This design comes from an exercise in tuning for small area, a short achievable clock period and few clock cycles per item on the open sky130 flow, not from production work. Function was checked by simulation only, so behaviour that the tests miss may differ from the original. Power figures rest on the tool's default switching activity, not on a simulated workload.

[flow/design.v]
package orq_pkg;
	localparam int MAX_ROWS      = 16;
	localparam int MAX_ROW_BYTES = 32;
	localparam int ROW_W         = $clog2(MAX_ROWS);
	localparam int COL_W         = $clog2(MAX_ROW_BYTES);
	localparam int LEN_W         = COL_W;
	localparam int STORE_DEPTH   = MAX_ROWS * MAX_ROW_BYTES;
	localparam int STORE_AW      = $clog2(STORE_DEPTH);
	localparam int BYTE_W        = 8;
	localparam int ROWS_CFG_W    = 5;
	localparam int BYTES_CFG_W   = 6;
	localparam int OCC_W         = 5;
	localparam int APB_AW        = 3;
	localparam int APB_DW        = 32;
	localparam int REG_IDX_LSB   = 2;
	localparam logic [ROWS_CFG_W-1:0]  ROWS_RESET  = ROWS_CFG_W'(16);
	localparam logic [BYTES_CFG_W-1:0] BYTES_RESET = BYTES_CFG_W'(32);
	localparam logic ST_IDLE = 1'b0;
	localparam logic ST_DEQ  = 1'b1;
	localparam logic OP_ENQ = 1'b0;
	localparam logic OP_DEQ = 1'b1;
	localparam logic REG_ROWS      = 1'b0;
	localparam logic REG_ROW_BYTES = 1'b1;
endpackage
module orq_ram #(
	parameter int WIDTH = 8,
	parameter int DEPTH = 16
) (
	input  logic                     clk,
	input  logic                     we,
	input  logic [$clog2(DEPTH)-1:0] waddr,
	input  logic [WIDTH-1:0]         wdata,
	input  logic                     re,
	input  logic [$clog2(DEPTH)-1:0] raddr,
	output logic [WIDTH-1:0]         rdata
);
	logic [WIDTH-1:0] mem [DEPTH];
	logic [WIDTH-1:0] rdata_q;
	always_ff @(posedge clk) begin
		if (we) begin
			mem[waddr] <= wdata;
		end
		if (re) begin
			rdata_q <= mem[raddr];
		end
	end
	assign rdata = rdata_q;
endmodule
import orq_pkg::*;
module overwrite_ring_queue_of_strings_unit (
	input  logic                        clk,
	input  logic                        arst_n,
	input  logic                        psel,
	input  logic                        penable,
	input  logic                        pwrite,
	input  logic [orq_pkg::APB_AW-1:0]  paddr,
	input  logic [orq_pkg::APB_DW-1:0]  pwdata,
	output logic [orq_pkg::APB_DW-1:0]  prdata,
	output logic                        pready,
	input  logic                        req_valid,
	output logic                        req_ready,
	input  logic                        req_op,
	input  logic [orq_pkg::BYTE_W-1:0]  req_in_byte,
	input  logic                        req_has_byte,
	input  logic                        req_is_last,
	output logic                        rsp_valid,
	input  logic                        rsp_ready,
	output logic [orq_pkg::BYTE_W-1:0]  rsp_out_byte,
	output logic                        rsp_byte_valid,
	output logic                        rsp_out_last,
	output logic                        rsp_was_empty,
	output logic [orq_pkg::OCC_W-1:0]   rsp_occupancy
);
	localparam int NCOL = MAX_ROW_BYTES - 1;    
	localparam int QD   = 8;                    
	localparam int QAW  = 3;
	function automatic logic [OCC_W-1:0] eff_rows(input logic [ROWS_CFG_W-1:0] cfg);
		logic [OCC_W-1:0] r;
		if (cfg == '0) begin
			r = OCC_W'(1);
		end else if (OCC_W'(cfg) > OCC_W'(MAX_ROWS)) begin
			r = OCC_W'(MAX_ROWS);
		end else begin
			r = OCC_W'(cfg);
		end
		eff_rows = r;
	endfunction
	function automatic logic [COL_W-1:0] eff_limit(input logic [BYTES_CFG_W-1:0] cfg);
		logic [BYTES_CFG_W-1:0] c;
		c = cfg;
		if (c < BYTES_CFG_W'(2)) begin
			c = BYTES_CFG_W'(2);
		end else if (c > BYTES_CFG_W'(MAX_ROW_BYTES)) begin
			c = BYTES_CFG_W'(MAX_ROW_BYTES);
		end
		eff_limit = COL_W'(c - BYTES_CFG_W'(1));
	endfunction
	function automatic logic [ROW_W-1:0] advance(input logic [ROW_W-1:0] idx,
		input logic [OCC_W-1:0] rows);
		logic [OCC_W:0] nxt;
		nxt = (OCC_W+1)'(idx) + (OCC_W+1)'(1);
		advance = (nxt >= (OCC_W+1)'(rows)) ? '0 : ROW_W'(nxt);
	endfunction
	logic [ROWS_CFG_W-1:0]  rows_cfg_n;
	logic [BYTES_CFG_W-1:0] bytes_cfg_n;
	logic                   reg_sel;
	assign pready  = 1'b1;
	assign reg_sel = paddr[REG_IDX_LSB];
	logic [BYTES_CFG_W-1:0] rd_cfg_n;
	assign rd_cfg_n = reg_sel ? bytes_cfg_n : {1'b1, rows_cfg_n};
	assign prdata   = {{(APB_DW-BYTES_CFG_W){1'b0}}, ~rd_cfg_n};
	logic [OCC_W-1:0] rows;
	logic [COL_W-1:0] limit;
	always_ff @(posedge clk or negedge arst_n) begin
		if (!arst_n) begin
			rows_cfg_n  <= ~ROWS_RESET;
			bytes_cfg_n <= ~BYTES_RESET;
			rows        <= eff_rows(ROWS_RESET);
			limit       <= eff_limit(BYTES_RESET);
		end else if (psel && penable && pwrite) begin
			if (reg_sel) begin
				bytes_cfg_n <= ~pwdata[BYTES_CFG_W-1:0];
				limit       <= eff_limit(pwdata[BYTES_CFG_W-1:0]);
			end else begin
				rows_cfg_n  <= ~pwdata[ROWS_CFG_W-1:0];
				rows        <= eff_rows(pwdata[ROWS_CFG_W-1:0]);
			end
		end
	end
	logic             m_v, s_v;
	logic             m_op, s_op, m_hb, s_hb, m_il, s_il;
	logic [BYTE_W-1:0] m_b, s_b;
	logic             acc, consume;
	assign req_ready = !s_v;
	assign acc       = req_valid && !s_v;
	always_ff @(posedge clk or negedge arst_n) begin
		if (!arst_n) begin
			m_v <= 1'b0;
			s_v <= 1'b0;
		end else begin
			if (consume) begin
				m_v <= s_v || acc;
				s_v <= 1'b0;
			end else if (acc) begin
				if (m_v) s_v <= 1'b1;
				else     m_v <= 1'b1;
			end
		end
	end
	always_ff @(posedge clk) begin
		if (consume || !m_v) begin
			if (s_v) begin
				m_op <= s_op;
				m_b  <= s_b;
				m_hb <= s_hb;
				m_il <= s_il;
			end else begin
				m_op <= req_op;
				m_b  <= req_in_byte;
				m_hb <= req_has_byte;
				m_il <= req_is_last;
			end
		end
		if (!s_v) begin
			s_op <= req_op;
			s_b  <= req_in_byte;
			s_hb <= req_has_byte;
			s_il <= req_is_last;
		end
	end
	logic [ROW_W-1:0] head_q, tail_q;
	logic [OCC_W-1:0] held_q;
	logic [COL_W-1:0] fill_q;
	logic [LEN_W-1:0] len_mem [MAX_ROWS];
	logic             act_v, act_rd, act_empty;
	logic [ROW_W-1:0] act_row;
	logic [MAX_ROWS-1:0] act_rowhot;
	logic [NCOL-1:0]  act_colhot;
	logic [COL_W-1:0] act_k, act_rem;
	logic [OCC_W-1:0] act_occ;
	logic             q_rd    [QD];
	logic             q_empty [QD];
	logic [ROW_W-1:0] q_row   [QD];
	logic [OCC_W-1:0] q_occ   [QD];
	logic [QAW-1:0]   q_wp, q_rp;
	logic [QAW:0]     q_cnt;
	logic [QD-1:0]    q_val;
	logic             is_enq, is_deq, do_write, hazard, push;
	logic [COL_W-1:0] fill_new, len_new;
	logic             fill_lt;
	logic             e_rd, e_empty;
	logic [ROW_W-1:0] e_row;
	logic [LEN_W-1:0] e_len;
	logic [OCC_W-1:0] e_occ;
	assign is_enq   = m_v && (m_op == OP_ENQ);
	assign is_deq   = m_v && (m_op == OP_DEQ);
	assign fill_lt  = fill_q < limit;
	assign do_write = is_enq && m_hb && fill_lt;
	logic q_hit;
	always_comb begin
		q_hit = 1'b0;
		for (int i = 0; i < QD; i++) begin
			if (q_val[i] && q_rd[i] && q_row[i] == tail_q) q_hit = 1'b1;
		end
		hazard = (do_write && (q_hit || (act_v && act_rd && (act_row == tail_q) &&
			(fill_q > act_k || (fill_q == act_k && !beat))))) || (is_enq && m_il && q_hit);
	end
	assign consume  = m_v && !hazard && !(is_deq && q_cnt == (QAW+1)'(QD));
	assign fill_new = do_write ? fill_q + COL_W'(1) : fill_q;
	assign len_new  = do_write ? fill_q + COL_W'(1) : (fill_lt ? fill_q : limit);
	assign e_empty = (held_q == '0);
	assign e_row   = head_q;
	assign e_len   = len_mem[head_q];
	assign e_rd    = !e_empty && (e_len != '0);
	assign e_occ   = e_empty ? '0 : held_q - OCC_W'(1);
	assign push    = consume && is_deq;
	always_ff @(posedge clk or negedge arst_n) begin
		if (!arst_n) begin
			head_q <= '0;
			tail_q <= '0;
			held_q <= '0;
			fill_q <= '0;
		end else if (consume) begin
			if (m_op == OP_ENQ) begin
				if (m_il) begin
					if (held_q >= rows) begin
						head_q <= advance(head_q, rows);
						held_q <= rows;
					end else begin
						held_q <= held_q + OCC_W'(1);
					end
					tail_q <= advance(tail_q, rows);
					fill_q <= '0;
				end else begin
					fill_q <= fill_new;
				end
			end else if (!e_empty) begin
				held_q <= held_q - OCC_W'(1);
				head_q <= advance(head_q, rows);
			end
		end
	end
	always_ff @(posedge clk) begin
		if (consume && is_enq && m_il) begin
			len_mem[tail_q] <= len_new;
		end
	end
	logic [MAX_ROWS-1:0]             wr_row_n;
	logic [NCOL-1:0]                 wr_col_n;
	logic [BYTE_W-1:0]               wr_data_q;
	logic [MAX_ROWS-1:0][NCOL-1:0][BYTE_W-1:0] mem;
	always_ff @(posedge clk or negedge arst_n) begin
		if (!arst_n) begin
			wr_row_n <= '1;
		end else begin
			for (int r = 0; r < MAX_ROWS; r++) begin
				wr_row_n[r] <= !(consume && do_write && (tail_q == ROW_W'(r)));
			end
		end
	end
	always_ff @(posedge clk) begin
		for (int c = 0; c < NCOL; c++) wr_col_n[c] <= (fill_q != COL_W'(c));
		wr_data_q <= m_b;
	end
	always_ff @(posedge clk) begin
		for (int r = 0; r < MAX_ROWS; r++) begin
			for (int c = 0; c < NCOL; c++) begin
				if (!(wr_row_n[r] || wr_col_n[c])) begin
					mem[r][c] <= wr_data_q;
				end
			end
		end
	end
	logic [MAX_ROWS-1:0][BYTE_W-1:0] rb;
	for (genvar r = 0; r < MAX_ROWS; r++) begin : g_row
		for (genvar b = 0; b < BYTE_W; b++) begin : g_bit
			logic [NCOL/3-1:0] y;
			for (genvar j = 0; j < NCOL/3; j++) begin : g_sl
				orq_aoi222 u_sl (
					.a0(act_colhot[3*j]),   .b0(mem[r][3*j][b]),
					.a1(act_colhot[3*j+1]), .b1(mem[r][3*j+1][b]),
					.a2(act_colhot[3*j+2]), .b2(mem[r][3*j+2][b]),
					.y (y[j])
				);
			end
			assign rb[r][b] = !(&y && !(act_colhot[NCOL-1] && mem[r][NCOL-1][b]));
		end
	end
	localparam int NGRP = 4;
	localparam int GRPR = MAX_ROWS / NGRP;
	logic [NGRP-1:0][BYTE_W-1:0] rd_grp, p_grp_q;
	for (genvar g = 0; g < NGRP; g++) begin : g_grp
		for (genvar b = 0; b < BYTE_W; b++) begin : g_bit
			logic y;
			orq_aoi222 u_sl (
				.a0(act_rowhot[GRPR*g]),   .b0(rb[GRPR*g][b]),
				.a1(act_rowhot[GRPR*g+1]), .b1(rb[GRPR*g+1][b]),
				.a2(act_rowhot[GRPR*g+2]), .b2(rb[GRPR*g+2][b]),
				.y (y)
			);
			assign rd_grp[g][b] = !(y && !(act_rowhot[GRPR*g+3] && rb[GRPR*g+3][b]));
		end
	end
	logic [BYTE_W-1:0] grp_byte;
	always_comb begin
		grp_byte = '0;
		for (int g = 0; g < NGRP; g++) grp_byte = grp_byte | p_grp_q[g];
	end
	logic out_v, p_v;
	logic o_load, beat, beat_last, act_free;
	logic q_pop, q_push, load_from_q, load_from_e;
	assign o_load    = p_v && (!out_v || rsp_ready);
	assign beat      = act_v && (!p_v || o_load);
	assign beat_last = !act_rd || (act_rem == COL_W'(1));
	assign act_free  = !act_v || (beat && beat_last);
	assign load_from_q = act_free && (q_cnt != '0);
	assign load_from_e = act_free && (q_cnt == '0) && push;
	assign q_pop       = load_from_q;
	assign q_push      = push && !load_from_e;
	always_ff @(posedge clk or negedge arst_n) begin
		if (!arst_n) begin
			act_v <= 1'b0;
			q_wp  <= '0;
			q_rp  <= '0;
			q_cnt <= '0;
			q_val <= '0;
			out_v <= 1'b0;
			p_v   <= 1'b0;
		end else begin
			if (load_from_q || load_from_e) act_v <= 1'b1;
			else if (act_free)              act_v <= 1'b0;
			if (q_push) q_wp <= q_wp + QAW'(1);
			if (q_pop)  q_rp <= q_rp + QAW'(1);
			q_cnt <= q_cnt + (QAW+1)'(q_push) - (QAW+1)'(q_pop);
			for (int i = 0; i < QD; i++) begin
				if (q_push && q_wp == QAW'(i))     q_val[i] <= 1'b1;
				else if (q_pop && q_rp == QAW'(i)) q_val[i] <= 1'b0;
			end
			if (beat)        p_v <= 1'b1;
			else if (o_load) p_v <= 1'b0;
			if (o_load)         out_v <= 1'b1;
			else if (rsp_ready) out_v <= 1'b0;
		end
	end
	always_ff @(posedge clk) begin
		if (q_push) begin
			q_rd[q_wp]    <= e_rd;
			q_empty[q_wp] <= e_empty;
			q_row[q_wp]   <= e_row;
			q_occ[q_wp]   <= e_occ;
		end
		if (load_from_q) begin
			act_rd     <= q_rd[q_rp];
			act_empty  <= q_empty[q_rp];
			act_row    <= q_row[q_rp];
			act_rem    <= len_mem[q_row[q_rp]];
			act_occ    <= q_occ[q_rp];
			act_k      <= '0;
			act_colhot <= NCOL'(1);
			for (int r = 0; r < MAX_ROWS; r++) act_rowhot[r] <= q_rd[q_rp] && (q_row[q_rp] == ROW_W'(r));
		end else if (load_from_e) begin
			act_rd     <= e_rd;
			act_empty  <= e_empty;
			act_row    <= e_row;
			act_rem    <= e_len;
			act_occ    <= e_occ;
			act_k      <= '0;
			act_colhot <= NCOL'(1);
			for (int r = 0; r < MAX_ROWS; r++) act_rowhot[r] <= e_rd && (e_row == ROW_W'(r));
		end else if (beat) begin
			act_k      <= act_k + COL_W'(1);
			act_rem    <= act_rem - COL_W'(1);
			act_colhot <= {act_colhot[NCOL-2:0], 1'b0};
		end
	end
	logic              p_bv_q, p_last_q, p_empty_q;
	logic [OCC_W-1:0]  p_occ_q;
	logic [BYTE_W-1:0] out_byte_q;
	logic              out_bv_q, out_last_q, out_empty_q;
	logic [OCC_W-1:0]  out_occ_q;
	always_ff @(posedge clk) begin
		if (beat) begin
			p_grp_q   <= rd_grp;
			p_bv_q    <= act_rd;
			p_last_q  <= beat_last;
			p_empty_q <= act_empty;
			p_occ_q   <= act_occ;
		end
		if (o_load) begin
			out_byte_q  <= grp_byte;
			out_bv_q    <= p_bv_q;
			out_last_q  <= p_last_q;
			out_empty_q <= p_empty_q;
			out_occ_q   <= p_occ_q;
		end
	end
	assign rsp_valid      = out_v;
	assign rsp_out_byte   = out_byte_q;
	assign rsp_byte_valid = out_bv_q;
	assign rsp_out_last   = out_last_q;
	assign rsp_was_empty  = out_empty_q;
	assign rsp_occupancy  = out_occ_q;
endmodule
module orq_aoi222 (
	input  logic a0,
	input  logic b0,
	input  logic a1,
	input  logic b1,
	input  logic a2,
	input  logic b2,
	output logic y
);
	assign y = !((a0 && b0) || (a1 && b1) || (a2 && b2));
endmodule
[flow/run.sh]
#!/bin/bash
# synth_recipe.tcl (not shown) runs the flow's synth.tcl, then flattens the netlist and writes it again
# the make line also repeats each setting of config.mk as NAME=value (left out here)
make -C /OpenROAD-flow-scripts/flow DESIGN_CONFIG=/design/flow/config.mk WORK_HOME=/design/flow/orfs CLKGATE_MAP_FILE= SYNTH_SCRIPT=/design/flow/synth_recipe.tcl finish
[flow/config.mk]
export PLATFORM = sky130hd
export DESIGN_NAME = overwrite_ring_queue_of_strings_unit
export DESIGN_NICKNAME = overwrite_ring_queue_of_strings_unit
export VERILOG_FILES = /design/flow/design.v
export SDC_FILE = /design/flow/constraint.sdc
export NUM_CORES = 4
export LEC_CHECK = 0
export ABC_CLOCK_PERIOD_IN_PS = 3500
export CAP_MARGIN = 20
export CELL_PAD_IN_SITES_DETAIL_PLACEMENT = 1
export CELL_PAD_IN_SITES_GLOBAL_PLACEMENT = 2
export CORE_MARGIN = 2
export CORE_UTILIZATION = 45
export CTS_CLUSTER_DIAMETER = 100
export CTS_CLUSTER_SIZE = 25
export PLACE_DENSITY = 0.6
export SETUP_SLACK_MARGIN = 4.4
export SLEW_MARGIN = 20
export SYNTH_HIERARCHICAL = 1
[flow/constraint.sdc]
create_clock -name core_clock -period 8.0 [get_ports {clk}]
set_input_delay 1.6000 -clock core_clock [delete_from_list [all_inputs] [get_ports {clk}]]
set_output_delay 1.6000 -clock core_clock [all_outputs]
set_load 0.01 [all_outputs]
==> impl_results.md, run 1 <==
* CTS root buffer: clkbuf_16
* Drt first-iter violations at 15300
* Worst slack, placed at 2500 ps
* Tot Pwr at 50.9 mW
* Reg-to-reg slack, setup at 4410 ps
* Drt drc at 0
* H-tree Lvls at 4
* Gr usage total at 0.276
* Fraction of registers with async set/reset at 0.0177
* Die height at 595 µm
* Synthesized area at 157000 µm²
* FF-to-FF path depth at 6
* Register area at 131000 µm²
* Worst setup EP type: primary output
* Yosys warning count at 7
* Worst Path Buf+Inv at 2
* Critical path class: input port to primary output
* Tmin final at 3680 ps
* Layout net count at 8278
* CP arrival at 2080 ps
* Crit-path slowest cell: mux2i_4
* Cell count after synthesis at 7898
* Final Skew at 65.0 ps
* Site row count at 216
* #FFs+latches synth at 4399
* CP delay by family, top: buffers and inverters
* Final setup violation count at 0
* CTS tree: done
* PD cells at 298 nW/µm²
* Per-cell routed wire length at 39.0 µm
* First-pass DRT Iterations at 9
* Number of synthesized flops with an enable pin at 4235
* Worst-Skew Late Latency at 990 ps
* RR Startpoint: act_colhot[27]
* Slew headroom at 0.0643
* Slew Limit Fails at 0
* Vias at 86300
* Slew @ Worst Pin at 1400 ps
* Initial antenna violation count at 50
* Post-CTS Hold Buffers at 0
* Final WL at 499000 µm
* Setup WS post-layout at 4320 ps
* # Max-Cap Violations at 0
* Crit-path cells: buf_12 > mux2i_4 > buf_2
* Crit Reg-Reg Endpoint: p_grp_q[3]
* Layout cells sized above 1 at 0.0809
* HP Class: flop to flop
* Worst Hold Path Cells at 0
* Hold path start: m_b[1]
* # port buffers at 48
* Worst VDD drop at 0.241 mV
* Peak Freq at 272 MHz
* Grt total ovfl at 0
* Clock transition at the registers of the reported paths at 90 ps
* P&R area growth vs syn at 8.77%
* CP peak stage delay at 210 ps
* Total core area at 347000 µm²
* Number of global-route vias before repair at 85300
* Post-synthesis area per instance at 19.9 µm²
* Hold Path End: wr_data_q[1]
* Effective utilization at floorplan at 0.453
* First-pass GRT wire length at 686000 µm
* Post-detail-place hpwl at 295000 µm
* Largest net degree at the start of global routing at 185
* Pleak at 51.6 nW
* Fill count at 31000
* Hold Vio Cnt, Final at 0
* RSZ-0062 raised after global routing: true
* CTS Sinks at 4399
* Number of library cell types mapped by synthesis at 66
* Worst Path Required at 6400 ps
* Clock buffer count from CTS at 202
* Status: timing/DRC/antenna clean
* CP Launch Type: input port
* Die area at 353000 µm²
* Die width at 595 µm
* Setup TNS at 0 ps
* Ports at 104
* Routability cong. at 0.807
* Fin crit share at 0.460
* CP max FO at 8
* Post-synthesis sequential area ratio at 0.834
* Antenna Nets Post-Route at 0
* CTS max path bufs at 4
* DR vias/cell at 6.74
* Ys flop type: edfxtp_1
* Multi-input logic area at 25400 µm²
## layout by cell type (no fill, tap or decap), types with 25 or more instances in the layout
cell type        instances
edfxtp_1              4235
a222oi_1              1312
nor2_1                 542
nand2_1                346
nand4_1                271
clkbuf_16              211
buf_4                  137
a2111o_1                96
nand3_1                 66
ha_1                    60
a21oi_1                 53
inv_1                   44
dfrtp_1                 44
mux2i_1                 41
dfxtp_4                 40
mux4_2                  39
xor2_1                  35
buf_12                  32
o21ai_1                 31
o31ai_1                 31
dfstp_2                 31
clkdlybuf4s50_1         30
dfxtp_2                 30
clkbuf_1                28
conb_1                  27
xnor2_1                 25
## cells in the mapped netlist, drive strengths merged (11+ instances only)
| cell | instances | area, µm² |
|---|---|---|
| edfxtp | 4235 | 127000 |
| a222oi | 1312 | 13100 |
| nor2 | 564 | 2130 |
| nand2 | 357 | 1350 |
| nand4 | 271 | 1700 |
| clkbuf | 159 | 597 |
| a2111o | 96 | 1080 |
| dfxtp | 86 | 1720 |
| nand3 | 66 | 330 |
| ha | 61 | 763 |
| buf | 57 | 363 |
| a21oi | 54 | 270 |
| o21ai | 54 | 270 |
| inv | 49 | 184 |
| mux2i | 49 | 490 |
| dfrtp | 47 | 1180 |
| mux4 | 47 | 1090 |
| xor2 | 35 | 307 |
| o31ai | 34 | 255 |
| dfstp | 31 | 815 |
| xnor2 | 25 | 219 |
| o22ai | 24 | 150 |
| nor3 | 23 | 120 |
| mux2 | 21 | 236 |
| nand2b | 21 | 131 |
| nor2b | 20 | 125 |
| a211oi | 12 | 90.1 |
| a31oi | 11 | 68.8 |
## logic make-up after synthesis
group | after synthesis | synth area share
DFF | 4399 | 0.834
AOI/OAI and AO/OA | 1633 | 0.0995
and+or+nand+nor | 1360 | 0.0392
buffers and inverters | 265 | 0.00729
muxes | 117 | 0.0116
adders and majority gates | 62 | 0.00499
xor gates and xnor gates | 60 | 0.00335
other | 2 | 0.0000479
## modules after synthesis (local to each module, per instance)
module	flops+latches	area, µm²	cells	copies in the design
orq_aoi222	0	10.0	1	1312
overwrite_ring_queue_of_strings_unit	4399	144000	6586	1
## per-stage QoR
stage,hold slack [ps],cell area (µm²),std cells,utilization
2_1_floorplan,322,157000,7923,-
3_3_place_gp,323,164000,12500,0.473
3_5_place_dp,328,164000,12500,0.474
4_1_cts,350,170000,12800,0.491
5_1_grt,358,171000,12800,0.492
6_report,348,171000,12800,0.492
## sequential cells by signal, indices dropped and copies added (netlist names), 16 cells and up
signal / cells
act_colhot: 31
wr_col_n: 31
len_mem: 80
mem: 3968
q_row: 32
act_rowhot: 16
q_occ: 40
wr_row_n: 16
p_grp_q: 32
## routing by layer
| metal | wire length [µm] | vias up | share of wire | GRT usage |
|---|---|---|---|---|
| met2 | 236000 | 3948 | 0.47 | 0.440 |
| met4 | 12600 | 4 | 0.025 | 0.0693 |
| met5 | 33 | - | 0.000066 | 0 |
| met3 | 41200 | 454 | 0.083 | 0.0352 |
| met1 | 209000 | 46600 | 0.42 | 0.405 |
| li1 | - | 35300 | - | - |
## report_power, final
part	internal, mW	total (mW)	switching (mW)
Clock	4.88	11.9	7.04
Sequential	28.2	29.2	1.02
Combinational	2.41	9.71	7.30
## final cells by class
| type | count | area share |
|---|---|---|
| inverter | 49 | 0.00117 |
| tap | 4578 | 0.0336 |
| clock buffer | 238 | 0.0314 |
| antenna | 15 | 0.000220 |
| multi-input combinational | 3259 | 0.149 |
| timing repair buffer | 252 | 0.0158 |
| clock inverter | 15 | 0.00135 |
| sequential | 4399 | 0.768 |
## timing repair
action,in CTS,in global routing
gates cloned,3,1
buffers inserted,22,12
resized for setup,97,31
pin swaps,27,14
endpoints found under the setup margin,186,130
## worst max-delay path by stage
stage,cells past startpoint,startpoint,to
after floorplan,2,paddr[2],prdata[1]
after global placement,11,rsp_ready,len_mem[8][0]
after detailed placement,11,rsp_ready,len_mem[8][0]
after CTS,3,paddr[2],prdata[2]
after global routing,3,paddr[2],prdata[0]
final,3,paddr[2],prdata[2]
## worst reg2reg max path: cells and delay by family (launching register included)
family / cells / cell delay [ps]
flops: 1 / 530
buf+inv: 1 / 490
compound gates: 3 / 1630
simple gates: 2 / 640
Testbench counts, summed over its fixed seeds: cycles 31,335, items 28,834.
==> run 2, diff against run 1 <==
--- a/flow/config.mk
+++ b/flow/config.mk
@@ -14,6 +14,6 @@
 export CTS_CLUSTER_DIAMETER = 100
 export CTS_CLUSTER_SIZE = 25
 export PLACE_DENSITY = 0.6
-export SETUP_SLACK_MARGIN = 4.4
+export SETUP_SLACK_MARGIN = 4.6
 export SLEW_MARGIN = 20
 export SYNTH_HIERARCHICAL = 1
==> run 2 against run 1 <==
Synthesized cell count is the same. Power grew 2.5%. Sequential power is essentially flat. Critical path depth grew 5. Sequential share of layout area shrank 1.5 points. First-iteration DRC count grew 9.2%. Area after synthesis is the same. Global-route usage grew 2.5 points. Combinational power grew 15%. Core utilization grew 0.96 points. Critical path type is now flop to flop. Critical endpoint is now p_grp_q[31].
==> impl_results.md, run 2 <==
* Status: timing/DRC/antenna clean
* Number of global-route vias before repair at 87000
* Die width at 595 µm
* H-tree Lvls at 4
* First-pass GRT wire length at 735000 µm
* P&R area growth vs syn at 10.9%
* # port buffers at 48
* Clock power frac at 0.225
* CTS root buffer: clkbuf_16
* Number of synthesized flops with an enable pin at 4235
* Post-synthesis sequential area ratio at 0.834
* Drt drc at 0
* Largest Register: mem
* RSZ-0062 raised after global routing: true
* Post-detail-place hpwl at 290000 µm
* Worst Path Required at 8610 ps
* Combinational power share at 0.214
* Most common cell after layout, fill and taps aside: edfxtp_1
* Final WL at 549000 µm
* Top cell type's share of synthesized area at 0.810
* Synth cell count leaders: edfxtp_1, a222oi_1, nor2_1, nand2_1, nand4_1
* Tot Pwr at 52.1 mW
* Fill count at 30800
* Layout cells sized above 1 at 0.0998
* Sw frac at 0.312
* Die area at 353000 µm²
* Ys flop type: edfxtp_1
* Effective utilization at floorplan at 0.453
* CP arrival at 4490 ps
* Worst VDD drop at 0.218 mV
* Worst-Skew Late Latency at 970 ps
* Regs by FF count: mem x3968, len_mem x80, q_occ x40
* Antenna Nets Post-Route at 0
* First-pass DRT Iterations at 9
* Peak Freq at 258 MHz
* Routability cong. at 0.804
* Most frequent cell after synthesis: edfxtp_1
* PD cells at 300 nW/µm²
* Setup WS post-layout at 4120 ps
* Worst setup EP type: flop
* Area leader, netlist: edfxtp_1
* Max reg flops at 3968
* Synthesized area at 157000 µm²
* Hold Vio Cnt, Final at 0
* Drt first-iter violations at 16700
* Initial antenna violation count at 48
* Clock buffer count from CTS at 200
* Per-cell routed wire length at 42.4 µm
* Internal power at 35.9 mW
* Slew @ Worst Pin at 1340 ps
* #FFs+latches synth at 4399
* CP peak stage delay at 1040 ps
* Site row count at 216
* CP Launch Type: flop
* Clock transition at the registers of the reported paths at 100 ps
* Largest net degree at the start of global routing at 201
* Vias at 89100
* Slew headroom at 0.104
* Setup TNS at 0 ps
* Post-CTS Hold Buffers at 0
* Ports at 104
* Final Skew at 57.1 ps
* Critical path class: flop to flop
* Cell count after synthesis at 7898
* Total core area at 347000 µm²
* Fin util at 0.502
* Tmin final at 3880 ps
* Layout net count at 8438
* Fin crit share at 0.485
* Most frequent cells in the layout: edfxtp_1, a222oi_1, nor2_1, nand2_1, nand4_1
* Yosys warning count at 7
* Worst slack, placed at 2190 ps
* Slew Limit Fails at 0
* Final setup violation count at 0
* Crit-path cells: buf_12 > buf_16 > buf_12 > a222oi_1 > nand4_1 > a2111o_1 > a222oi_1 > nand2_1
* DR vias/cell at 6.87
* Fraction of registers with async set/reset at 0.0177
* Fin Hold WS at 337 ps
* Die height at 595 µm
* CTS max path bufs at 4
* # Max-Cap Violations at 0
* Post-synthesis area per instance at 19.9 µm²
* CTS tree: done
* CP max FO at 5
* Crit-path slowest cell: a222oi_1
* HP Class: flop to flop
* Gr usage total at 0.302
* Number of library cell types mapped by synthesis at 66
* Grt total ovfl at 0
* CTS Sinks at 4399
* Pleak at 53.1 nW
* P_sw at 16.2 mW
* Synth top area cells: edfxtp_1, a222oi_1, nor2_1, dfxtp_1, nand4_1
* Sequential Power Share at 0.561
run 2: cell counts after synthesis:
Identical to the previous run, type by type.
run 2: cell families (layout without fill, tap and decap cells):
| family | after synthesis | after routing | synth area share |
|---|---|---|---|
| other | 2 | 47 | 0.0000479 |
| xor gates and xnor gates | 60 | 60 | 0.00335 |
| adders and majority gates | 62 | 62 | 0.00499 |
| muxes | 117 | 117 | 0.0116 |
| buffers and inverters | 265 | 706 | 0.00729 |
| and+or+nand+nor | 1360 | 1361 | 0.0392 |
| DFF | 4399 | 4399 | 0.834 |
| AOI/OAI and AO/OA | 1633 | 1634 | 0.0995 |
run 2: timing repair:
item,in CTS,in global routing
pin swaps,132,90
setup endpoints to repair,302,202
gates cloned,40,12
gates resized for setup,227,54
buffers inserted,137,17
run 2: Yosys stat by module, one instance, submodules excluded:
module / cells inside / flops+latches / times used
orq_aoi222: 1 / 0 / 1312
overwrite_ring_queue_of_strings_unit: 6586 / 4399 / 1
run 2: power groups by stage:
| stage | registers [mW] | clock network [mW] | logic, mW |
|---|---|---|---|
| after floorplan | 30.5 | 0 | 3.51 |
| after global placement | 29.9 | 0 | 9.45 |
| after detailed placement | 29.9 | 0 | 9.67 |
| after CTS | 29.2 | 11.9 | 11.0 |
| after global routing | 29.3 | 12.6 | 11.6 |
| final | 29.2 | 11.7 | 11.2 |
run 2: final cells by class:
class,count,area [µm²],area share
Timing Repair Buffer,412,6050,0.0348
Tap cell,4578,5730,0.0329
Sequential cell,4399,131000,0.753
Multi-Input combinational cell,3261,25500,0.147
Clock buffer,233,5240,0.0301
Inverter,49,203,0.00116
Clock inverter,12,166,0.000956
Antenna cell,20,50.0,0.000288
run 2: worst max-delay path: cells and delay by family (launching register included):
family | cells | cell delay, ps
AO/OA/AOI/OAI | 3 | 2190
flip-flops | 1 | 370
buffers and inverters | 3 | 410
AND/OR/NAND/NOR | 2 | 550
run 2: metal layers:
layer / GRT usage / share of wire / vias to the layer above / wire, µm
met3: 0.0503 / 0.099 / 681 / 54400
met1: 0.427 / 0.40 / 48100 / 218000
met5: 0 / 0.000098 / - / 54
met2: 0.471 / 0.46 / 4655 / 253000
li1: - / - / 35600 / -
met4: 0.114 / 0.043 / 8 / 23500
run 2: path summary, 6_finish.rpt:
path                                     from            to  slack, ps  cells past startpoint
worst max-delay path            act_colhot[8]   p_grp_q[31]       4120                      8
worst min-delay path                   m_b[7]  wr_data_q[7]        340                      0
worst max register to register  act_colhot[8]   p_grp_q[31]       4120                      8
worst min register to register         m_b[7]  wr_data_q[7]        340                      0
max in group asynchronous              arst_n     tail_q[0]       6680                      1
min in group asynchronous              arst_n       q_wp[0]        730                      1
run 2: through the flow:
step,std cells,area (µm²)
6_report,13000,174000
5_1_grt,12900,174000
4_1_cts,12900,173000
3_5_place_dp,12500,164000
3_3_place_gp,12500,164000
2_1_floorplan,7923,157000
==> run 3, diff against run 2 <==
--- a/flow/design.v
+++ b/flow/design.v
@@ -106,9 +106,20 @@
 	logic                   reg_sel;
 	assign pready  = 1'b1;
 	assign reg_sel = paddr[REG_IDX_LSB];
-	logic [BYTES_CFG_W-1:0] rd_cfg_n;
-	assign rd_cfg_n = reg_sel ? bytes_cfg_n : {1'b1, rows_cfg_n};
-	assign prdata   = {{(APB_DW-BYTES_CFG_W){1'b0}}, ~rd_cfg_n};
+	logic                   sel_n;
+	logic [BYTES_CFG_W-1:0] rd_cfg, t_b, t_r;
+	orq_inv u_sel_n (.a(reg_sel), .y(sel_n));
+	for (genvar b = 0; b < BYTES_CFG_W; b++) begin : g_prd
+		orq_nand2 u_b (.a(reg_sel), .b(!bytes_cfg_n[b]), .y(t_b[b]));
+		if (b < ROWS_CFG_W) begin : g_rows
+			orq_nand2 u_r (.a(sel_n), .b(!rows_cfg_n[b]), .y(t_r[b]));
+			orq_nand2 u_o (.a(t_b[b]), .b(t_r[b]), .y(rd_cfg[b]));
+		end else begin : g_top
+			assign t_r[b] = 1'b1;
+			orq_inv u_o (.a(t_b[b]), .y(rd_cfg[b]));
+		end
+	end
+	assign prdata = {{(APB_DW-BYTES_CFG_W){1'b0}}, rd_cfg};
 	logic [OCC_W-1:0] rows;
 	logic [COL_W-1:0] limit;
 	always_ff @(posedge clk or negedge arst_n) begin
@@ -412,3 +423,16 @@
 );
 	assign y = !((a0 && b0) || (a1 && b1) || (a2 && b2));
 endmodule
+module orq_nand2 (
+	input  logic a,
+	input  logic b,
+	output logic y
+);
+	assign y = !(a && b);
+endmodule
+module orq_inv (
+	input  logic a,
+	output logic y
+);
+	assign y = !a;
+endmodule
--- a/flow/config.mk
+++ b/flow/config.mk
@@ -14,6 +14,6 @@
 export CTS_CLUSTER_DIAMETER = 100
 export CTS_CLUSTER_SIZE = 25
 export PLACE_DENSITY = 0.6
-export SETUP_SLACK_MARGIN = 4.6
+export SETUP_SLACK_MARGIN = 4.4
 export SLEW_MARGIN = 20
 export SYNTH_HIERARCHICAL = 1
==> run 3 against run 2 <==
Cell count fell by 0.93%. Area after synthesis barely moved. Sequential share of layout area rose by 1.4 points. Flip-flop and latch count did not move. First-iteration DRC count fell by 13%. Wire length fell by 7.7%. Largest power group unchanged. Critical path type unchanged. Register-to-register slack improved by 210 ps. Clock skew rose by 3.8 ps. Still clean on timing, DRC and antenna. Cell area fell by 1.8%. Sequential power rose by 5%. Hold slack improved by 5.9 ps.
==> impl_results.md, run 3 <==
* Worst VDD drop at 0.268 mV
* Setup WS post-layout at 4330 ps
* Hold path start: m_b[4]
* Clock transition at the registers of the reported paths at 100 ps
* Sw frac at 0.312
* Largest net degree at the start of global routing at 192
* Adder-cell share of the synthesized area at 0.00499
* CTS root buffer: clkbuf_16
* Fill count at 31000
* Post-synthesis sequential area ratio at 0.833
* Worst-Skew Late Latency at 970 ps
* Compound-cell area share of the yosys netlist at 0.0995
* # Max-Cap Violations at 0
* H-tree Lvls at 4
* Worst setup EP type: flop
* Final WL at 507000 µm
* Drt drc at 0
* Crit-path slowest cell: a222oi_1
* Slew @ Worst Pin at 1200 ps
* Antenna Nets Post-Route at 0
* Post-CTS Hold Buffers at 0
* First-pass DRT Iterations at 9
* CP delay by family, top: compound AO/OA/AOI/OAI gates
* First-pass GRT wire length at 692000 µm
* Internal power at 36.5 mW
* Area leader, netlist: edfxtp_1
* Worst slack, placed at 2160 ps
* Post-detail-place hpwl at 298000 µm
* # port buffers at 48
* Ports at 104
* Per-cell routed wire length at 39.5 µm
* Synth Area in Simple Gates at 0.0391
* Total core area at 347000 µm²
* Fraction of registers with async set/reset at 0.0177
* Peak Freq at 273 MHz
* Mux contribution to synthesized area at 0.0117
* Pleak at 51.8 nW
* Die height at 595 µm
* Grt total ovfl at 0
* Clock power frac at 0.222
* CP arrival at 4320 ps
* Initial antenna violation count at 30
* Largest Register: mem
* Top cell type's share of synthesized area at 0.810
* Sequential Power Share at 0.576
* Critical path class: flop to flop
* Main combinational cell family by area after synthesis: compound AO/OA/AOI/OAI gates
* Max reg flops at 3968
* Vias at 86100
* DR vias/cell at 6.71
* Worst Path Required at 8650 ps
* CTS tree: done
* Worst Path Buf+Inv at 2
* Clock buffer count from CTS at 199
* Status: timing/DRC/antenna clean
* Multi-input logic area at 25300 µm²
* Post-Synth XOR/XNOR Area at 0.00335
* Final Skew at 60.8 ps
* PD cells at 311 nW/µm²
* RR Startpoint: act_colhot[26]
* Layout cells sized above 1 at 0.0809
* RSZ-0062 raised after global routing: true
* Setup crit start: act_colhot[26]
* P&R area growth vs syn at 8.84%
* Number of global-route vias before repair at 84800
* CTS max path bufs at 4
* Hold Vio Cnt, Final at 0
* Crit-path cells: buf_4 > buf_6 > a222oi_1 > nand2_1 > a2111o_1 > a222oi_1 > nand2_1
* Drt first-iter violations at 14600
* Synth top area cells: edfxtp_1, a222oi_1, nor2_1, dfxtp_1, nand4_1
* Cell count after synthesis at 7918
* Slew Limit Fails at 0
* Most frequent cells in the layout: edfxtp_1, a222oi_1, nor2_1, nand2_1, nand4_1
* Layout net count at 8309
* Synthesized area at 157000 µm²
* Most frequent cell after synthesis: edfxtp_1
* Slew headroom at 0.203
* Setup TNS at 0 ps
* Combinational power share at 0.203
* Tot Pwr at 53.1 mW
* Number of synthesized flops with an enable pin at 4235
* #FFs+latches synth at 4399
* Most common cell after layout, fill and taps aside: edfxtp_1
* Register area at 131000 µm²
* Gr usage total at 0.279
* Number of library cell types mapped by synthesis at 70
* Final setup violation count at 0
* Site row count at 216
* CP max FO at 42
* Routability cong. at 0.806
* CP Launch Type: flop
* CTS Sinks at 4399
* Die width at 595 µm
* CP peak stage delay at 820 ps
* Regs by FF count: mem x3968, len_mem x80, q_occ x40
* Ys flop type: edfxtp_1
* HP Class: flop to flop
* Fin crit share at 0.459
* Die area at 354000 µm²
* Synth cell count leaders: edfxtp_1, a222oi_1, nor2_1, nand2_1, nand4_1
* Tmin final at 3670 ps
* Post-synthesis area per instance at 19.8 µm²
* Yosys warning count at 7
* P_sw at 16.6 mW
* Effective utilization at floorplan at 0.453
==> run 3: cell count changes in the layout (fill, tap and decap cells not counted), sizes merged, moves of 7 or more <==
| cell | delta |
|---|---|
| a22oi | +8 |
| clkdlybuf4s50 | +10 |
| o21ai | -15 |
| mux2i | +7 |
| nor3 | +7 |
| clkdlybuf4s15 | -8 |
| buf | -116 |
| bufbuf | -16 |
| inv | +13 |
| a211oi | -9 |
==> run 3: logic make-up after synthesis <==
| kind of cell | Yosys count |
|---|---|
| flops | 4399 |
| buf+inv | 285 |
| fa+ha+maj | 62 |
| xor+xnor | 60 |
| mux | 121 |
| simple gates | 1365 |
| compound gates | 1624 |
| other cells | 2 |
==> run 3: power by group through the flow <==
stage,Combinational (mW),Sequential [mW],Clock [mW]
detailed placement,10.4,31.1,0
finish,10.8,30.6,11.8
global route,11.4,30.6,12.6
CTS,10.8,30.5,12.0
global placement,10.1,31.1,0
floorplan,3.56,32.0,0
==> run 3: worst paths after layout <==
kind / endpoint / slack [ps] / cells past startpoint
max: p_grp_q[8] / 4330 / 7
min: wr_data_q[4] / 340 / 0
max reg2reg: p_grp_q[8] / 4330 / 7
min reg2reg: wr_data_q[4] / 340 / 0
max in group asynchronous: head_q[3] / 6220 / 2
min in group asynchronous: bytes_cfg_n[5] / 470 / 1
==> run 3: per-module statistics from Yosys (local to each module, per instance) <==
module	flops+latches	copies in the design	cell area, µm²	cells inside
overwrite_ring_queue_of_strings_unit	4399	1	144000	6588
orq_aoi222	0	1312	10.0	1
orq_inv	0	2	3.75	1
orq_nand2	0	16	3.75	1
==> run 3: cell type report <==
class / instances / share of cell area
Sequential cell: 4399 / 0.767
Multi-Input combinational cell: 3261 / 0.148
Tap cell: 4578 / 0.0335
Clock buffer: 240 / 0.0305
Timing Repair Buffer: 271 / 0.0180
Inverter: 62 / 0.00159
Clock inverter: 16 / 0.000966
Antenna cell: 17 / 0.000249
==> run 3: routing by layer <==
metal  global-route usage  routed length, µm  vias up
met5                    0                  0        -
met4               0.0592              12000        0
met1                0.402             210000    46600
met2                0.459             246000     3771
li1                     -                  -    35400
met3               0.0337              38800      432
==> run 3: timing repair <==
| action | in CTS | in global routing |
|---|---|---|
| setup endpoints to repair | 289 | 70 |
| gates resized for setup | 144 | 21 |
| buffers inserted | 29 | 16 |
| pin swaps | 36 | 20 |
| gates cloned | 6 | 1 |
==> run 3: worst reg2reg max path, stage by stage (launching register included) <==
cell and delay (ps):
dfxtp_4 480, buf_4 350, buf_6 330, a222oi_1 640
nand2_1 120, a2111o_1 490, a222oi_1 830, nand2_1 120
==> run 3: through the flow <==
step / std cells / utilization / area [µm²] / hold slack (ps)
after floorplan: 7943 / - / 157000 / 322
after global placement: 12500 / 0.474 / 164000 / 324
after detailed placement: 12500 / 0.474 / 164000 / 328
after CTS: 12800 / 0.492 / 171000 / 350
after global routing: 12800 / 0.493 / 171000 / 358
final: 12800 / 0.493 / 171000 / 343
Testbench counts of run 3, summed over its fixed seeds: cycles 31,335, items 28,834.
==> run 4, diff against run 3 <==
--- a/flow/design.v
+++ b/flow/design.v
@@ -224,7 +224,7 @@
 	assign e_len   = len_mem[head_q];
 	assign e_rd    = !e_empty && (e_len != '0);
 	assign e_occ   = e_empty ? '0 : held_q - OCC_W'(1);
-	assign push    = consume && is_deq;
+	assign push    = is_deq && (q_cnt != (QAW+1)'(QD));
 	always_ff @(posedge clk or negedge arst_n) begin
 		if (!arst_n) begin
 			head_q <= '0;
@@ -354,7 +354,7 @@
 		end
 	end
 	always_ff @(posedge clk) begin
-		if (q_push) begin
+		if (push) begin
 			q_rd[q_wp]    <= e_rd;
 			q_empty[q_wp] <= e_empty;
 			q_row[q_wp]   <= e_row;
==> run 4 against run 3 <==
Clock power about the same. Largest power group unchanged. Clock skew down 9.6 ps. Register-to-register slack worse by 60 ps. Cell count up 0.16%. Highest routed layer is now met5. Hold slack better by 9.1 ps. Critical path type unchanged. Critical path depth unchanged.
==> impl_results.md, run 4 <==
* Largest Register: mem
* Peak Freq at 268 MHz
* Die width at 595 µm
* Layout cells sized above 1 at 0.0882
* CP delay by family, top: compound AO/OA/AOI/OAI gates
* Synth top area cells: edfxtp_1, a222oi_1, nor2_1, dfxtp_1, nand4_1
* Grt total ovfl at 0
* Worst VDD drop at 0.529 mV
* Worst Path Buf+Inv at 2
* Max reg flops at 3968
* Post-CTS Hold Buffers at 0
* First-pass GRT wire length at 706000 µm
* Critical path class: flop to flop
* Yosys warning count at 7
* Hold Vio Cnt, Final at 0
* Final setup violation count at 0
* CP max FO at 44
* Number of library cell types mapped by synthesis at 71
* Per-cell routed wire length at 40.3 µm
* Uppermost layer routed: met5
* Sequential Power Share at 0.589
* Critical Path Most Common Cell: a222oi_1
* Internal power at 36.3 mW
* RSZ-0062 raised after global routing: true
* Die height at 595 µm
* Post-synthesis area per instance at 19.9 µm²
* Slew Limit Fails at 0
* CTS root buffer: clkbuf_16
* First-pass DRT Iterations at 8
* CP Launch Type: flop
* Routability cong. at 0.804
* Worst Path Required at 8670 ps
* CTS tree: done
* HP Class: flop to flop
* Worst slack, placed at 2560 ps
* Antenna Nets Post-Route at 0
* Area leader, netlist: edfxtp_1
* Crit-path cells: buf_4 > bufbuf_16 > a222oi_1 > nand4_1 > a2111o_1 > a222oi_1 > nand2_1
* Crit-path slowest cell: a222oi_1
* P&R area growth vs syn at 9.17%
* Total core area at 347000 µm²
* Clock power frac at 0.228
* Drt drc at 0
* Largest net degree at the start of global routing at 183
* Final Skew at 51.2 ps
* #FFs+latches synth at 4399
* # port buffers at 48
* Routed met3 length at 40600 µm
* Final WL at 518000 µm
* H-tree Lvls at 4
* Combinational power share at 0.183
* CP arrival at 4390 ps
* Number of global-route vias before repair at 86100
* Most frequent cells in the layout: edfxtp_1, a222oi_1, nor2_1, nand2_1, nand4_1
* Non-Filler Instances at 12900
* Fin Hold WS at 352 ps
* Ports at 104
* CTS Sinks at 4399
* DR vias/cell at 6.77
* Worst setup EP type: flop
* Most common cell after layout, fill and taps aside: edfxtp_1
* CTS max path bufs at 4
* Pleak at 51.9 nW
* Synth cell count leaders: edfxtp_1, a222oi_1, nor2_1, nand2_1, nand4_1
* Fraction of registers with async set/reset at 0.0177
* Tmin final at 3730 ps
* P_sw at 15.8 mW
* Met2 WL at 248000 µm
* Layout net count at 8332
* Top cell type's share of synthesized area at 0.810
* Die area at 354000 µm²
* Setup TNS at 0 ps
* Synthesized area at 157000 µm²
* Number of synthesized flops with an enable pin at 4235
* Sw frac at 0.304
* Clock buffer count from CTS at 200
* Fin crit share at 0.466
* Drt first-iter violations at 15300
* Status: timing/DRC/antenna clean
* Site row count at 216
* Effective utilization at floorplan at 0.453
* Register area at 131000 µm²
* CP peak stage delay at 780 ps
* Setup WS post-layout at 4270 ps
* Initial antenna violation count at 35
* Post-synthesis sequential area ratio at 0.834
* Cell count after synthesis at 7890
* Gr usage total at 0.286
* Post-detail-place hpwl at 300000 µm
* PD cells at 304 nW/µm²
* Cells after DPL at 12500
* Slew @ Worst Pin at 1200 ps
* Vias at 87000
* Tot Pwr at 52.2 mW
* Regs by FF count: mem x3968, len_mem x80, q_occ x40
* Ys flop type: edfxtp_1
* DRT met1 WL at 215000 µm
* Fill count at 30800
* Most frequent cell after synthesis: edfxtp_1
* Multi-input logic area at 25200 µm²
* # Max-Cap Violations at 0
* Clock transition at the registers of the reported paths at 100 ps
* Slew headroom at 0.197
* Worst-Skew Late Latency at 970 ps
## run 4: cell types whose count changed after synthesis, moves of 8 or more
cell	previous run	this run
mux2i_1	56	17
clkbuf_1	164	139
mux4_2	41	64
buf_1	13	31
o21ai_0	19	34
nand3_1	71	84
o21ai_1	20	7
inv_1	54	62
## run 4: cell type report
| cell class | instances | area share |
|---|---|---|
| sequential | 4399 | 0.765 |
| inverter | 68 | 0.00160 |
| timing repair buffer | 315 | 0.0207 |
| clock inverter | 15 | 0.00141 |
| clock buffer | 244 | 0.0306 |
| antenna | 12 | 0.000175 |
| tap | 4578 | 0.0334 |
| multi-input combinational | 3233 | 0.147 |
## run 4: per-stage QoR
stage	area, µm²	utilization
final	171000	0.494
after detailed placement	164000	0.474
after global routing	171000	0.494
after global placement	164000	0.474
after CTS	171000	0.493
after floorplan	157000	-
## run 4: power groups by stage
stage	Clock [mW]	Sequential [mW]	Combinational [mW]
2_1_floorplan	0	32.0	3.25
3_3_place_gp	0	31.3	9.00
6_report	11.9	30.8	9.54
4_1_cts	12.1	30.7	9.54
3_5_place_dp	0	31.3	9.31
5_1_grt	12.7	30.8	10.1
## run 4: path summary, 6_finish.rpt
path,slack (ps),start,cells past startpoint,endpoint
min,350,m_b[3],0,wr_data_q[3]
max in group asynchronous,6130,arst_n,2,head_q[0]
min reg2reg,350,m_b[3],0,wr_data_q[3]
max reg2reg,4270,act_colhot[23],7,p_grp_q[4]
max,4270,act_colhot[23],7,p_grp_q[4]
min in group asynchronous,590,arst_n,1,out_v
## run 4: logic make-up after synthesis
kind of cell	after synthesis	share of synthesized area
adder cells (fa/ha/maj)	62	0.00499
buffers and inverters	283	0.00779
flip-flops	4399	0.834
other	2	0.0000478
multiplexers	99	0.0116
XOR/XNOR	57	0.00318
AND/OR/NAND/NOR	1368	0.0393
AO/OA/AOI/OAI	1620	0.0993
## run 4: Yosys stat by module (local to each module, per instance)
module	area [µm²]	cells inside
orq_aoi222	10.0	1
overwrite_ring_queue_of_strings_unit	144000	6560
orq_inv	3.75	1
orq_nand2	3.75	1
## run 4: layer usage
| metal | vias to the layer above | GRT usage |
|---|---|---|
| met1 | 47200 | 0.409 |
| met3 | 513 | 0.0355 |
| met2 | 3964 | 0.464 |
| li1 | 35400 | - |
| met4 | 2 | 0.0757 |
| met5 | - | 0 |
## run 4: repair_timing
item                       CTS  global route
buffers inserted            46            18
cloned                      10             4
setup endpoints to repair  249           128
pin swaps                   50            28
gates resized for setup    136            25
Testbench counts of run 4, summed over its fixed seeds: cycles 31,335, items 28,834.
==> run 5, diff against run 4 <==
--- a/flow/design.v
+++ b/flow/design.v
@@ -224,7 +224,7 @@
 	assign e_len   = len_mem[head_q];
 	assign e_rd    = !e_empty && (e_len != '0);
 	assign e_occ   = e_empty ? '0 : held_q - OCC_W'(1);
-	assign push    = is_deq && (q_cnt != (QAW+1)'(QD));
+	assign push    = consume && is_deq;
 	always_ff @(posedge clk or negedge arst_n) begin
 		if (!arst_n) begin
 			head_q <= '0;
@@ -354,7 +354,7 @@
 		end
 	end
 	always_ff @(posedge clk) begin
-		if (push) begin
+		if (q_push) begin
 			q_rd[q_wp]    <= e_rd;
 			q_empty[q_wp] <= e_empty;
 			q_row[q_wp]   <= e_row;
--- a/flow/config.mk
+++ b/flow/config.mk
@@ -14,6 +14,6 @@
 export CTS_CLUSTER_DIAMETER = 100
 export CTS_CLUSTER_SIZE = 25
 export PLACE_DENSITY = 0.6
-export SETUP_SLACK_MARGIN = 4.4
+export SETUP_SLACK_MARGIN = 4.6
 export SLEW_MARGIN = 20
 export SYNTH_HIERARCHICAL = 1
==> run 5 against run 4 <==
Still clean on timing, DRC and antenna. Area after synthesis hardly changed. Count of clock-buffer cells in the layout grew 1. Synthesized cell count is 0.35% higher. Register-to-register slack better by 190 ps. Critical path type is now input port to primary output. Largest cell class unchanged.
==> impl_results.md, run 5 <==
* Status: timing/DRC/antenna clean
* Most frequent cell after synthesis: edfxtp_1
* Synth top area cells: edfxtp_1, a222oi_1, nor2_1, dfxtp_1, nand4_1
* Post-CTS Hold Buffers at 0
* First-pass DRT Iterations at 10
* # Max-Cap Violations at 0
* Fin crit share at 0.450
* Pleak at 52.7 nW
* Die area at 354000 µm²
* Routed met3 length at 47500 µm
* CTS Sinks at 4399
* Routability cong. at 0.803
* Hold Vio Cnt, Final at 0
* CP Launch Type: input port
* Slew headroom at 0.163
* Per-cell routed wire length at 40.7 µm
* Most frequent cells in the layout: edfxtp_1, a222oi_1, nor2_1, nand2_1, nand4_1
* Max reg flops at 3968
* Ports at 104
* Slew Limit Fails at 0
* Yosys warning count at 7
* CTS tree: done
* CTS root buffer: clkbuf_16
* Met2 WL at 251000 µm
* Worst-Skew Late Latency at 970 ps
* Number of global-route vias before repair at 86000
* Area leader, netlist: edfxtp_1
* Vias at 87700
* Grt total ovfl at 0
* Largest Register: mem
* Drt first-iter violations at 15800
* Synthesized area at 157000 µm²
* Drt drc at 0
* Initial antenna violation count at 43
* Layout cells sized above 1 at 0.0936
* Layout net count at 8400
* # port buffers at 48
* HP Class: flop to flop
* H-tree Lvls at 4
* PD cells at 308 nW/µm²
* Ys flop type: edfxtp_1
* Clock transition at the registers of the reported paths at 90 ps
* Post-detail-place hpwl at 294000 µm
* Largest net degree at the start of global routing at 205
* Number of synthesized flops with an enable pin at 4235
* Critical path class: input port to primary output
* Setup TNS at 0 ps
* Final setup violation count at 0
* Fin util at 0.498
* Uppermost layer routed: met5
* Gr usage total at 0.290
* Synth cell count leaders: edfxtp_1, a222oi_1, nor2_1, nand2_1, nand4_1
* Antenna Nets Post-Route at 0
* Fill count at 30900
* Cell count after synthesis at 7918
* Most common cell after layout, fill and taps aside: edfxtp_1
* Die height at 595 µm
* First-pass GRT wire length at 713000 µm
* Slew @ Worst Pin at 1260 ps
* Final WL at 528000 µm
* Number of library cell types mapped by synthesis at 70
* CP arrival at 2000 ps
* DRT met1 WL at 210000 µm
* Tmin final at 3600 ps
* Worst Path Required at 6400 ps
* RSZ-0062 raised after global routing: true
* Site row count at 216
* Die width at 595 µm
* Top cell type's share of synthesized area at 0.810
* Post-synthesis sequential area ratio at 0.833
* #FFs+latches synth at 4399
* Fraction of registers with async set/reset at 0.0177
* Peak Freq at 278 MHz
* P&R area growth vs syn at 10.0%
* Total core area at 347000 µm²
* DR vias/cell at 6.77
* Clock buffer count from CTS at 200
* Final Skew at 57.5 ps
* CTS max path bufs at 4
* CP max FO at 5
* Post-synthesis area per instance at 19.8 µm²
* Regs by FF count: mem x3968, len_mem x80, q_occ x40
* Worst VDD drop at 0.319 mV
* Effective utilization at floorplan at 0.453
* Fin Hold WS at 350 ps
* Worst setup EP type: primary output
## run 5: through the flow
step                power (mW)  worst slack [ps]  std cells  area [µm²]
floorplan                 35.6              4400       7943      157000
global placement          41.1              2950      12500      164000
detailed placement        41.5              2960      12500      164000
CTS                       53.3              4390      12900      172000
global route              54.7              4380      12900      173000
finish                    53.2              4400      13000      173000
## run 5: final cells by class
cell class | count | area (µm²) | share of cell area
Sequential cell | 4399 | 131000 | 0.759
Multi-Input combinational cell | 3262 | 25400 | 0.147
Tap cell | 4578 | 5730 | 0.0332
Clock buffer | 245 | 5300 | 0.0307
Timing Repair Buffer | 360 | 4750 | 0.0275
Inverter | 62 | 265 | 0.00154
Clock inverter | 8 | 104 | 0.000601
Antenna cell | 39 | 97.6 | 0.000565
## run 5: path summary, 6_finish.rpt
path                       cells past startpoint           start        endpoint  slack (ps)
setup / recovery                               5        paddr[2]       prdata[3]        4400
hold / removal                                 0          m_b[6]    wr_data_q[6]         350
setup reg to reg                               6  act_colhot[20]     p_grp_q[15]        4460
hold reg to reg                                0          m_b[6]    wr_data_q[6]         350
max in group asynchronous                      2          arst_n       head_q[0]        6230
min in group asynchronous                      1          arst_n  bytes_cfg_n[5]         460
## run 5: per-module statistics from Yosys, one instance, submodules excluded
module | flip-flops and latches | times used | cell area, µm² | cells
overwrite_ring_queue_of_strings_unit | 4399 | 1 | 144000 | 6588
orq_aoi222 | 0 | 1312 | 10.0 | 1
orq_inv | 0 | 2 | 3.75 | 1
orq_nand2 | 0 | 16 | 3.75 | 1
## run 5: cell families (layout without fill, tap and decap cells)
kind of cell,after synthesis,in the layout,synth area share
muxes,121,121,0.0117
xor gates and xnor gates,60,60,0.00335
buffers and inverters,285,675,0.00786
other,2,66,0.0000478
adders and majority gates,62,62,0.00499
AOI/OAI and AO/OA,1624,1624,0.0995
DFF,4399,4399,0.833
and+or+nand+nor,1365,1368,0.0391
## run 5: timing repair
action                     4_1_cts  5_1_grt
gates resized for setup        223       56
setup endpoints to repair      311      157
pin swaps                       71       56
cloned                          20        8
setup buffers                   82       34
## run 5: where the power goes
part / total [mW] / internal (mW) / switching, mW
Sequential: 30.5 / 29.3 / 1.27
Combinational: 10.9 / 2.58 / 8.32
Clock: 11.7 / 4.71 / 7.04
Total: 53.2 / 36.6 / 16.6
## run 5: critical path: stages
cell      delay [ps]
buf_12           100
clkinv_8          60
nand2_2           60
nand2_1           50
buf_2            130
## run 5: routing by layer
| metal | track usage | vias to the layer above |
|---|---|---|
| met5 | 0 | - |
| met4 | 0.0883 | 10 |
| met3 | 0.0378 | 586 |
| met2 | 0.471 | 4257 |
| met1 | 0.411 | 47200 |
| li1 | - | 35600 |
Testbench counts of run 5, summed over its fixed seeds: cycles 31,335, items 28,834.
==> run 6, diff against run 5 <==
--- a/flow/design.v
+++ b/flow/design.v
@@ -224,7 +224,7 @@
 	assign e_len   = len_mem[head_q];
 	assign e_rd    = !e_empty && (e_len != '0);
 	assign e_occ   = e_empty ? '0 : held_q - OCC_W'(1);
-	assign push    = consume && is_deq;
+	assign push    = is_deq && (q_cnt != (QAW+1)'(QD));
 	always_ff @(posedge clk or negedge arst_n) begin
 		if (!arst_n) begin
 			head_q <= '0;
@@ -300,16 +300,12 @@
 	localparam int NGRP = 4;
 	localparam int GRPR = MAX_ROWS / NGRP;
 	logic [NGRP-1:0][BYTE_W-1:0] rd_grp, p_grp_q;
-	for (genvar g = 0; g < NGRP; g++) begin : g_grp
-		for (genvar b = 0; b < BYTE_W; b++) begin : g_bit
-			logic y;
-			orq_aoi222 u_sl (
-				.a0(act_rowhot[GRPR*g]),   .b0(rb[GRPR*g][b]),
-				.a1(act_rowhot[GRPR*g+1]), .b1(rb[GRPR*g+1][b]),
-				.a2(act_rowhot[GRPR*g+2]), .b2(rb[GRPR*g+2][b]),
-				.y (y)
-			);
-			assign rd_grp[g][b] = !(y && !(act_rowhot[GRPR*g+3] && rb[GRPR*g+3][b]));
+	always_comb begin
+		for (int g = 0; g < NGRP; g++) begin
+			rd_grp[g] = '0;
+			for (int i = 0; i < GRPR; i++) begin
+				rd_grp[g] = rd_grp[g] | (rb[GRPR*g+i] & {BYTE_W{act_rowhot[GRPR*g+i]}});
+			end
 		end
 	end
 	logic [BYTE_W-1:0] grp_byte;
@@ -354,7 +350,7 @@
 		end
 	end
 	always_ff @(posedge clk) begin
-		if (q_push) begin
+		if (push) begin
 			q_rd[q_wp]    <= e_rd;
 			q_empty[q_wp] <= e_empty;
 			q_row[q_wp]   <= e_row;
--- a/flow/config.mk
+++ b/flow/config.mk
@@ -14,6 +14,6 @@
 export CTS_CLUSTER_DIAMETER = 100
 export CTS_CLUSTER_SIZE = 25
 export PLACE_DENSITY = 0.6
-export SETUP_SLACK_MARGIN = 4.6
+export SETUP_SLACK_MARGIN = 4.4
 export SLEW_MARGIN = 20
 export SYNTH_HIERARCHICAL = 1
==> run 6 against run 5 <==
Register-to-register slack worse by 200 ps. Die area is 0.11% lower. Maximum frequency shrank 3.8%. Clock power about the same. Highest routed layer unchanged. Clock skew is 7.6 ps lower. Area after synthesis fell by 0.11%. Largest cell class unchanged. Via count shrank 2.3%. Critical path depth unchanged.
==> impl_results.md, run 6 <==
* Final WL at 489000 µm
* Most frequent cells in the layout: edfxtp_1, a222oi_1, nor2_1, nand2_1, nand4_1
* Post-detail-place hpwl at 290000 µm
* Regs by FF count: mem x3968, len_mem x80, q_occ x40
* P_sw at 15.7 mW
* Worst VDD drop at 0.333 mV
* Most frequent cell after synthesis: edfxtp_1
* Yosys warning count at 7
* Slew Limit Fails at 0
* Ys flop type: edfxtp_1
* Status: timing/DRC/antenna clean
* Max reg flops at 3968
* Clock transition at the registers of the reported paths at 100 ps
* Ports at 104
* Initial antenna violation count at 25
* Setup TNS at 0 ps
* Design area at 170000 µm²
* CTS root buffer: clkbuf_16
* DR vias/cell at 6.66
* Worst setup EP type: flop
* Most common cell after layout, fill and taps aside: edfxtp_1
* Largest net degree at the start of global routing at 209
* Clock power frac at 0.227
* Gr usage total at 0.272
* Layout cells sized above 1 at 0.0776
* Drt drc at 0
* CTS tree: done
* Number of global-route vias before repair at 85200
* Routability cong. at 0.798
* Peak Freq at 267 MHz
* Die height at 594 µm
* DP Area at 164000 µm²
* CP arrival at 4240 ps
* Slew @ Worst Pin at 1280 ps
* CTS Sinks at 4399
* CP max FO at 81
* CP Launch Type: flop
* Setup crit start: act_colhot[16]
* Synth top area cells: edfxtp_1, a222oi_1, nor2_1, nand4_1, dfxtp_1
* Final Skew at 49.9 ps
* Internal power at 36.1 mW
* Post-synthesis sequential area ratio at 0.834
* Slew headroom at 0.147
* Fin crit share at 0.468
* # Max-Cap Violations at 0
* Post-synthesis area per instance at 19.6 µm²
* Worst-Skew Late Latency at 960 ps
* Pleak at 50.8 nW
* Site row count at 216
* Clock buffer count from CTS at 201
* Worst Path Required at 8500 ps
* Sequential Power Share at 0.586
* Layout net count at 8326
* Area leader, netlist: edfxtp_1
* Fraction of registers with async set/reset at 0.0177
* #FFs+latches synth at 4399
* RR Startpoint: act_colhot[16]
* First-pass GRT wire length at 679000 µm
* Total core area at 346000 µm²
* Cell count after synthesis at 7988
* H-tree Lvls at 4
* HP Class: flop to flop
* Number of synthesized flops with an enable pin at 4235
* Number of library cell types mapped by synthesis at 61
* Die width at 594 µm
* Grt total ovfl at 0
* # port buffers at 48
* Critical path class: flop to flop
* Synthesized area at 157000 µm²
* Antenna Nets Post-Route at 0
* Largest Register: mem
* Tmin final at 3740 ps
* Effective utilization at floorplan at 0.453
* Sw frac at 0.304
* CTS max path bufs at 4
* P&R area growth vs syn at 8.33%
* Die area at 353000 µm²
* Per-cell routed wire length at 38.1 µm
* Hold Vio Cnt, Final at 0
* Vias at 85600
* Top cell type's share of synthesized area at 0.811
* Final setup violation count at 0
* First-pass DRT Iterations at 13
* Hold path start: m_b[4]
* Combinational power share at 0.187
* Synth cell count leaders: edfxtp_1, a222oi_1, nor2_1, nand2_1, nand4_1
* Drt first-iter violations at 14400
* PD cells at 305 nW/µm²
* RSZ-0062 raised after global routing: true
-- run 6: final timing paths --
path | end | slack [ps] | depth (start not counted)
hold / removal | wr_data_q[4] | 350 | 0
max in group asynchronous | tail_q[3] | 6130 | 2
setup / recovery | p_grp_q[30] | 4260 | 5
hold reg to reg | wr_data_q[4] | 350 | 0
min in group asynchronous | q_rp[1] | 510 | 1
setup reg to reg | p_grp_q[30] | 4260 | 5
-- run 6: cell families after synthesis --
family                   share of synthesized area
flip-flops                                   0.834
buffers and inverters                      0.00812
other                                    0.0000479
AO/OA/AOI/OAI                               0.0954
adder cells (fa/ha/maj)                    0.00499
AND/OR/NAND/NOR                             0.0425
multiplexers                                0.0116
XOR/XNOR                                   0.00301
-- run 6: critical path, cell delays in order, from the launching register on --
cell,delay [ps]
dfxtp_4,520
buf_12,370
a222oi_1,450
nand4_1,280
o31ai_1,720
nand4_1,630
-- run 6: modules after synthesis, one instance, submodules excluded --
| module | cell area, µm² | times used | flops+latches | cells |
|---|---|---|---|---|
| orq_aoi222 | 10.0 | 1280 | 0 | 1 |
| orq_inv | 3.75 | 2 | 0 | 1 |
| overwrite_ring_queue_of_strings_unit | 144000 | 1 | 4399 | 6690 |
| orq_nand2 | 3.75 | 16 | 0 | 1 |
-- run 6: what timing repair did --
| item | 4_1_cts | 5_1_grt |
|---|---|---|
| endpoints found under the setup margin | 184 | 53 |
| gates resized for setup | 103 | 28 |
| buffers inserted | 4 | 1 |
| cloned | 1 | 0 |
| pin swaps | 14 | 8 |
| hold buffers | 0 | 0 |
-- run 6: per-stage QoR --
stage          setup WS, ps  instances  utilization  hold WS [ps]  power (mW)
2_1_floorplan          4390       8013            -           322        35.1
3_3_place_gp           2650      12600        0.473           323        40.2
3_5_place_dp           2680      12600        0.473           328        40.5
4_1_cts                4260      12800        0.490           351        52.2
5_1_grt                4290      12800        0.490           356        53.5
6_report               4260      12900        0.490           349        51.8
-- run 6: metal layers --
metal | vias to the layer above | part of all wire | wire [µm] | GRT usage
met3 | 441 | 0.080 | 39000 | 0.0360
met5 | - | 0.000027 | 13 | 0
met4 | 2 | 0.026 | 12600 | 0.0638
met2 | 3564 | 0.47 | 230000 | 0.433
li1 | 35400 | - | - | -
met1 | 46200 | 0.42 | 207000 | 0.399
-- run 6: power groups by stage --
| stage | sequential [mW] | combinational [mW] | clock, mW |
|---|---|---|---|
| floorplan | 32.0 | 3.18 | 0 |
| global placement | 30.9 | 9.30 | 0 |
| detailed placement | 30.9 | 9.61 | 0 |
| CTS | 30.4 | 9.74 | 12.0 |
| global route | 30.5 | 10.3 | 12.7 |
| finish | 30.4 | 9.69 | 11.8 |
-- run 6: cell type report --
| cell class | count | area [µm²] |
|---|---|---|
| Fill cell | 31100 | 177000 |
| Antenna cell | 6 | 15.0 |
| Multi-Input combinational cell | 3314 | 25100 |
| Clock buffer | 247 | 5310 |
| Sequential cell | 4399 | 131000 |
| Clock inverter | 15 | 179 |
| Inverter | 69 | 304 |
| Timing Repair Buffer | 226 | 2180 |
| Tap cell | 4578 | 5730 |
Testbench counts of run 6, summed over its fixed seeds: cycles 31,335, items 28,834.

==> what the ideal ports hide <==
Ports are ideal in the flow. The routed layouts listed here were re-timed in OpenROAD. Step 1 sets driving cells, clkbuf_16 on the clock port and buf_2 on the other inputs (assumed; they add their load-dependent delay and slew). Step 2 also shifts input and output timing later by t, the mid clock arrival at the registers, as if the neighbouring blocks saw the same clock. a / b / c = ideal / step 1 / step 2; a / b = the first two.
run | shift t [ns] | setup slack, ns | clock arrival spread, ns | pins driven straight from the clock port
run 1 | 1.058 | 4.320 / 4.251 / 3.513 | 0.070 / 0.070 | 1
run 2 | 1.041 | 4.118 / 4.118 / 3.869 | 0.073 / 0.072 | 1
run 3 | 1.050 | 4.332 / 4.258 / 3.442 | 0.068 / 0.069 | 1
run 4 | 1.054 | 4.273 / 4.219 / 3.430 | 0.056 / 0.056 | 1
run 5 | 1.050 | 4.402 / 4.262 / 3.611 | 0.061 / 0.061 | 1
run 6 | 1.044 | 4.260 / 4.188 / 3.536 | 0.059 / 0.059 | 1
After both steps setup and hold are still met in every run listed. For run 3, which loses most, drivers alone change the setup slack by -0.074 ns; drivers and shift together by -0.890 ns.
